What follows belongs to an exercise in optimizing a design on an open flow for small area; a production flow would make more cautious choices. The RTL was checked by simulation tests, not by an equivalence proof against the original design. No activity file was given, so power comes from the tool's default toggle rates.

==> build 62: inputs <==
// rms_current_meter
module rms_current_meter #(
    parameter int ADC_WIDTH = rcm_pkg::ADC_WIDTH_DEFAULT
) (
    input  logic                             clk,
    input  logic                             rst_n,
    input  logic [rcm_pkg::IN_DATA_W-1:0]    s_axis_tdata,
    input  logic                             s_axis_tvalid,
    output logic                             s_axis_tready,
    output logic [rcm_pkg::RESULT_W-1:0]     m_axis_tdata,
    output logic                             m_axis_tvalid,
    input  logic                             m_axis_tready,
    input  logic                             cfg_we,
    input  logic [rcm_pkg::CFG_ADDR_W-1:0]   cfg_addr,
    input  logic [rcm_pkg::CFG_DATA_W-1:0]   cfg_data
);
    localparam logic [3:0] S_IDLE = 4'd0;
    localparam logic [3:0] S_UPDP = 4'd1;
    localparam logic [3:0] S_UPDM = 4'd2;
    localparam logic [3:0] S_MUL  = 4'd3;
    localparam logic [3:0] S_WACC = 4'd4;
    localparam logic [3:0] S_ACC  = 4'd5;
    localparam logic [3:0] S_DIV  = 4'd6;
    localparam logic [3:0] S_SQRT = 4'd7;
    localparam logic [3:0] S_CMUL = 4'd8;
    localparam logic [3:0] S_WQ5  = 4'd9;
    localparam logic [3:0] S_Q5   = 4'd10;
    localparam logic [3:0] S_FIX  = 4'd11;
    localparam logic [3:0] S_OUT  = 4'd12;
    logic [3:0] o [8];
    logic [3:0] p [8];
    logic [3:0] a [16];
    logic [7:0] d8;
    logic [3:0] o_in, p_in, a_in;
    logic       p_en, d8_en;
    logic [3:0] state, state_n;
    logic [3:0] t;
    logic [5:0] k, k_n;
    logic       ofs_init, ofs_init_n;
    logic       acc_clr, acc_clr_n;
    logic       out_valid, out_valid_n;
    logic       div_tail, sq_tail0, sq_tail1, sq_rd, sq_wr, cm_tail0, cm_tail1;
    logic [23:0] cal_reg;
    logic [11:0] win_reg;
    logic        cal_def, win_def;
    logic       s_neg, s_neg_n;           
    logic [1:0] mcur, mcur_n;             
    logic [1:0] mnext, mnext_n;           
    logic       minit;                    
    logic       rsign, rsign_n;           
    logic       sq_q, sq_q_n;             
  ...
clock: 11.0 ns
lec_check: 0
abc_area: 1
cap_margin: 20
core_margin: 2
core_utilization: 65
slew_margin: 20
standard.sh (not shown) runs the stock make flow with config.mk's settings and CLKGATE_MAP_FILE= SYNTH_SCRIPT=/design/flow/synth_recipe.tcl, a recipe that flattens the netlist after the stock synthesis.
==> flow/flow/run.sh <==
#!/bin/bash
# The standard layout (bash standard.sh: the standard flow's synthesis script and the ORFS flow) with
# these changes passed to ORFS through its environment:
#  - synthesis maps logic with flow/abc_area.script (a deeper area-oriented ABC script);
#    ORFS's scripts are copied to scripts_area/ and only abc_area.script is replaced, so
#    every other step, and the flip-flop mapping, are the standard ones;
#  - no adder cells are pre-mapped (ADDER_MAP_FILE empty), so ABC maps all logic;
#  - ports are buffered with the smallest buffer, sky130_fd_sc_hd__buf_1;
#  - clock tree synthesis uses clkbuf_4 in clusters of at most 8 sinks, no dummy loads.
# Everything make prints goes to standard_make.log; ORFS keeps each step's log in orfs/logs.
set -euo pipefail
rm -rf scripts_area
cp -r "$FLOW_HOME/scripts" scripts_area
cp flow/abc_area.script scripts_area/abc_area.script
export SCRIPTS_DIR="$PWD/scripts_area"
export ADDER_MAP_FILE=
export BUFFER_PORTS_ARGS="-buffer_cell sky130_fd_sc_hd__buf_1"
export CTS_ARGS="-sink_clustering_enable -sink_clustering_size 8 -sink_clustering_max_diameter 60 -repair_clock_nets -dont_use_dummy_load -buf_list sky130_fd_sc_hd__clkbuf_4"
bash standard.sh > standard_make.log 2>&1
==> flow/flow/abc_area.script <==
strash
&get -n
&deepsyn -T 60
&dch -f
&nf -R 1000
&put
strash
&get -n
&deepsyn -T 30
&dch -f
&nf -R 1000
&put
topo
==> inputs of build 36, as changes to build 62 <==
--- a/flow/design.v
+++ b/flow/design.v
@@ -82,18 +82,22 @@
     logic [3:0] t;
     logic [5:0] k, k_n;
     logic       ofs_init, ofs_init_n;
     logic       acc_clr, acc_clr_n;
     logic       out_valid, out_valid_n;
-    logic       div_tail, sq_tail0, sq_tail1, sq_rd, sq_wr, cm_tail0, cm_tail1;
+    logic       div_tail, div_tail_n;
+    logic       sq_tail0, sq_tail0_n, sq_tail1;
+    logic       sq_rd, sq_rd_n;
+    logic       sq_wr, sq_wr_n;
+    logic       cm_tail0, cm_tail0_n, cm_tail1;
     logic [23:0] cal_reg;
     logic [11:0] win_reg;
     logic        cal_def, win_def;
     logic       s_neg, s_neg_n;           
     logic [1:0] mcur, mcur_n;             
     logic [1:0] mnext, mnext_n;           
-    logic       minit;                    
+    logic       minit, minit_n;           
     logic       rsign, rsign_n;           
     logic       sq_q, sq_q_n;             
     logic [2:0] r5, r5_n;                 
     logic       xcar, ybor, cyc;
     logic [3:0] mp;                       
@@ -155,11 +159,10 @@
     logic m_upd, m_updm, m_mul, m_mulw, m_acc, m_divw, m_div, m_sqw, m_sq, m_y, m_q5, m_fix;
     logic [2:0] mc;      
     logic [2:0] sc;      
     logic [3:0] tau;
     logic [2:0] fc;
-    logic [2:0] tm8m2, tm8p3;
     logic [3:0] xa, xb, ya, yb;
     logic       xc, yc;
     logic [4:0] xs, ys;
     logic [3:0] drow, orw;
     logic [3:0] rr, am, bm, mrow, mpe, m16, m32, pin, a1, a2, s1, cy, csh;
@@ -175,22 +178,11 @@
     logic [5:0] qq;
     logic       br;
     always_comb
     begin
         tau    = k[3:0];
-        tm8m2  = {tm8[2] ^ !tm8[1], !tm8[1], tm8[0]};
-        tm8p3  = {tm8[2] ^ (tm8[1] | tm8[0]), !(tm8[1] ^ tm8[0]), !tm8[0]};
-        div_tail = (t == 4'd0) && (state == S_DIV) && (k != 6'd0);
-        sq_tail0 = (t == 4'd0) && (((state == S_SQRT) && (k != 6'd0)) || ((state == S_CMUL) && (k == 6'd0)));
-        sq_tail1 = (t == 4'd1) && (((state == S_SQRT) && (k != 6'd0)) || ((state == S_CMUL) && (k == 6'd0)));
-        cm_tail0 = (t == 4'd0) && (((state == S_CMUL) && (k != 6'd0)) || (state == S_WQ5));
-        cm_tail1 = (t == 4'd1) && (((state == S_CMUL) && (k != 6'd0)) || (state == S_WQ5));
-        sq_rd    = (state != S_SQRT) || (k >= 6'd22);
-        sq_wr    = (state != S_SQRT) || (k >= 6'd21);
-        minit    = ((state == S_MUL) && (k == 6'd0))
-                || ((state == S_CMUL) && (((t >= 4'd10) && (k == 6'd0)) || ((t <= 4'd1) && (k == 6'd1))));
-        fc     = {!k[2], k[1:0]};
+        fc     = k[2:0] - 3'd4;
         m_upd  = (state == S_UPDP) || (state == S_UPDM);
         m_updm = (state == S_UPDM);
         m_mulw = (state == S_CMUL) && (t >= 4'd10);
         m_mul  = (state == S_MUL) || m_mulw || cm_tail0 || cm_tail1;
         m_acc  = (state == S_ACC);
@@ -206,25 +198,25 @@
         else if (cm_tail0)
             mc = 3'd6;
         else if (cm_tail1)
             mc = 3'd7;
         else
-            mc = tm8m2;
+            mc = tm8 - 3'd2;
         if (sq_tail0)
             sc = 3'd6;
         else if (sq_tail1)
             sc = 3'd7;
         else
-            sc = tm8m2;
+            sc = tm8 - 3'd2;
         orw = orow(ofs_init, tm8, o[0]);
         rr  = rrow(tm8, x);
         am  = s_neg ? o[0] : rr;
         bm  = s_neg ? rr : o[0];
         if (m_upd)
         begin
-            ya = rrow(tm8p3, x);
-            yb = orow(ofs_init, tm8p3, o[3]);
+            ya = rrow(tm8 + 3'd3, x);
+            yb = orow(ofs_init, tm8 + 3'd3, o[3]);
             yc = (state == S_UPDP && tm8 == 3'd5) ? 1'b0 : ybor;
         end
         else
         begin
             ya = am;
@@ -295,14 +287,14 @@
             4'd11:   begin qm = 4'h0;     q0 = 4'h0;     qn = 4'h0;    end
             default: begin qm = p[1];     q0 = p[2];     qn = p[3];    end
         endcase
         qr = {qn[0], q0[3:1]};
         case (r5)
-            3'b110:  krow = 4'h3;
-            3'b100:  krow = 4'h6;
-            3'b011:  krow = 4'h9;
-            3'b001:  krow = 4'hc;
+            3'b110:  krow = (fc == 3'd0) ? 4'hd : 4'hc;
+            3'b100:  krow = (fc == 3'd0) ? 4'ha : 4'h9;
+            3'b011:  krow = (fc == 3'd0) ? 4'h7 : 4'h6;
+            3'b001:  krow = (fc == 3'd0) ? 4'h4 : 4'h3;
             default: krow = 4'h0;
         endcase
         xa = ({4{m_updm}} & orw)
            | ({4{m_mul}}  & s1)
            | ({4{m_acc}}  & av)
@@ -314,11 +306,11 @@
            | ({4{m_mul}}  & csh)
            | ({4{m_acc}}  & ad)
            | ({4{m_div}}  & dbin)
            | ({4{m_sq}}   & (sv ^ {4{ssub}}))
            | ({4{m_y}}    & qm)
-           | ({4{m_fix}}  & krow);
+           | ({4{m_fix}}  & ~krow);
         if (m_updm)
             xc = (tm8 == 3'd0) ? 1'b0 : xcar;
         else if (m_mul)
             xc = (mc == 3'd0) ? 1'b0 : xcar;
         else if (m_acc)
@@ -328,11 +320,11 @@
         else if (m_sq)
             xc = (sc == 3'd0) ? ssub : xcar;
         else if (m_y)
             xc = (tau == 4'd0) ? 1'b0 : xcar;
         else
-            xc = (fc == 3'd0) ? 1'b0 : xcar;
+            xc = (fc == 3'd0) ? 1'b1 : xcar;
         xs = add4(xa, xb, xc);
         sumn[0] = s1n[0] ^ cshn[0] ^ xs[4];
         cn1     = (s1n[0] & cshn[0]) | (s1n[0] & xs[4]) | (cshn[0] & xs[4]);
         sumn[1] = s1n[1] ^ cshn[1] ^ cn1;
         n_new = {xs[3:0], a[15], a[14]};
@@ -352,13 +344,19 @@
         state_n     = state;
         k_n         = k;
         ofs_init_n  = ofs_init;
         acc_clr_n   = acc_clr;
         out_valid_n = out_valid;
+        div_tail_n  = 1'b0;
+        sq_tail0_n  = 1'b0;
+        sq_rd_n     = sq_rd;
+        sq_wr_n     = sq_wr;
+        cm_tail0_n  = 1'b0;
         s_neg_n     = s_neg;
         mcur_n      = mcur;
         mnext_n     = mnext;
+        minit_n     = minit;
         rsign_n     = rsign;
         sq_q_n      = sq_q;
         r5_n        = r5;
         o_in  = o[0];
         p_in  = p[0];
@@ -377,10 +375,11 @@
         if (state == S_UPDM && tm8 == 3'd7)
         begin
             ofs_init_n = 1'b0;
             state_n    = S_MUL;
             k_n        = '0;
+            minit_n    = 1'b1;
             mcur_n     = 2'b00;
         end
         if (m_mul)
             p_in = {sumn, xs[3:2]};
         if (state == S_MUL)
@@ -390,10 +389,11 @@
             if (tm8 == 3'd0 && k >= 6'd11)
                 d8_en = 1'b1;
             if (tm8 == 3'd7)
             begin
                 mcur_n  = mnext;
+                minit_n = 1'b0;
                 k_n     = k + 6'd1;
                 if (k == 6'd14)
                 begin
                     s_axis_tready = 1'b1;
                     state_n       = (t == 4'd15) ? S_ACC : S_WACC;
@@ -405,15 +405,17 @@
         if (state == S_CMUL)
         begin
             if (t == 4'd9)
             begin
                 mcur_n  = calx[{k[3:0], 1'b0} +: 2] & {2{!cal_def}};
+                minit_n = (k == 6'd0);
             end
             if (t == 4'd10 && k >= 6'd9)
                 d8_en = 1'b1;
             if (t == 4'd15)
             begin
+                cm_tail0_n = 1'b1;
                 k_n        = k + 6'd1;
                 if (k == 6'd12)
                 begin
                     state_n = S_WQ5;
                     k_n     = '0;
@@ -438,10 +440,12 @@
         end
         if (div_tail)
             rsign_n = xs[1];
         if (m_div)
             p_in = xs[3:0];
+        if (m_divw && t == 4'd15)
+            div_tail_n = 1'b1;
         if (state == S_DIV)
         begin
             if (t <= 4'd12)
                 a_in = {a[0][2:0], (t == 4'd0) ? qbit : sh2[1]};
             if ((k == 6'd0 && t <= 4'd7) || k == 6'd52)
@@ -471,10 +475,13 @@
             else if (sc != 3'd6 || sq_wr)
                 a_in = root;
         end
         if (state == S_SQRT && t == 4'd15)
         begin
+            sq_tail0_n = 1'b1;
+            sq_rd_n    = (k >= 6'd21);
+            sq_wr_n    = (k >= 6'd20);
             k_n        = k + 6'd1;
             if (k == 6'd28)
             begin
                 state_n = S_CMUL;
                 k_n     = '0;
@@ -565,13 +572,21 @@
             a[i] <= a[i + 1];
         a[15] <= a_in;
         if (d8_en)
             d8 <= {xs[1:0], d8[7:2]};
         k        <= k_n;
+        div_tail <= div_tail_n;
+        sq_tail0 <= sq_tail0_n;
+        sq_tail1 <= sq_tail0;
+        sq_rd    <= sq_rd_n;
+        sq_wr    <= sq_wr_n;
+        cm_tail0 <= cm_tail0_n;
+        cm_tail1 <= cm_tail0;
         s_neg <= s_neg_n;
         mcur  <= mcur_n;
         mnext <= mnext_n;
+        minit <= minit_n;
         rsign <= rsign_n;
         sq_q  <= sq_q_n;
         r5    <= r5_n;
         xcar  <= xs[4];
         cyc   <= cy[3];
==> flow/flow/run.sh (replaced) <==
#!/bin/bash
# The standard layout (bash standard.sh: the standard flow's synthesis and ORFS flow, unchanged steps)
# with two settings passed to ORFS through its environment:
#  - ports are buffered with the smallest buffer, sky130_fd_sc_hd__buf_1;
#  - clock tree synthesis clusters sinks more widely, uses clkbuf_4 and adds no dummy loads.
# Everything make prints goes to standard_make.log; ORFS keeps each step's log in orfs/logs.
set -euo pipefail
export BUFFER_PORTS_ARGS="-buffer_cell sky130_fd_sc_hd__buf_1"
export CTS_ARGS="-sink_clustering_enable -sink_clustering_size 8 -sink_clustering_max_diameter 60 -repair_clock_nets -dont_use_dummy_load -buf_list sky130_fd_sc_hd__clkbuf_4"
bash standard.sh > standard_make.log 2>&1
- CORE_UTILIZATION: 65 -> 60
removed: flow/flow/abc_area.script
==> notes <==
Between build 62 and build 36, the lower power is in build 62 (gap about 4%, measured against build 36). Between build 36 and build 62, the lower sequential power is in build 62 (gap 3.3%, measured against build 62). In build 62 the cell area is lower than in build 36, by about 12%. Against build 36, the die area of build 62 is smaller by about 20%.

## port drivers added, routing unchanged
Ports are ideal in the flow. The routed layouts listed here were re-timed in OpenROAD. Step 1 (the two cells are an assumption about what drives the block):
set clk [get_ports {clk}]
set_driving_cell -lib_cell sky130_fd_sc_hd__clkbuf_16 $clk
set_driving_cell -lib_cell sky130_fd_sc_hd__buf_2 [delete_from_list [all_inputs] $clk]
Step 2, shift: input delay + t, output delay - t, t = (earliest + latest rising clock arrival at the registers) / 2. This alone moves slack from input paths to output paths. Slacks: ideal ports / drivers / drivers and shift; pairs: ideal ports / drivers.
| run | t (ns) | setup WS [ns] | worst setup path at the end | worst register clock-pin slew, ns | cell pins on the clock port's net |
|---|---|---|---|---|---|
| build 62 | 0.710 | 3.667 / 3.667 / 3.215 | input to register | 0.12 / 0.12 | 1 |
| build 36 | 0.629 | 4.573 / 4.593 / 3.963 | input to register | 0.11 / 0.11 | 1 |
After both steps setup and hold are still met in every run listed. For build 36, which loses most, drivers alone change the setup slack by +0.020 ns; drivers and shift together by -0.610 ns.
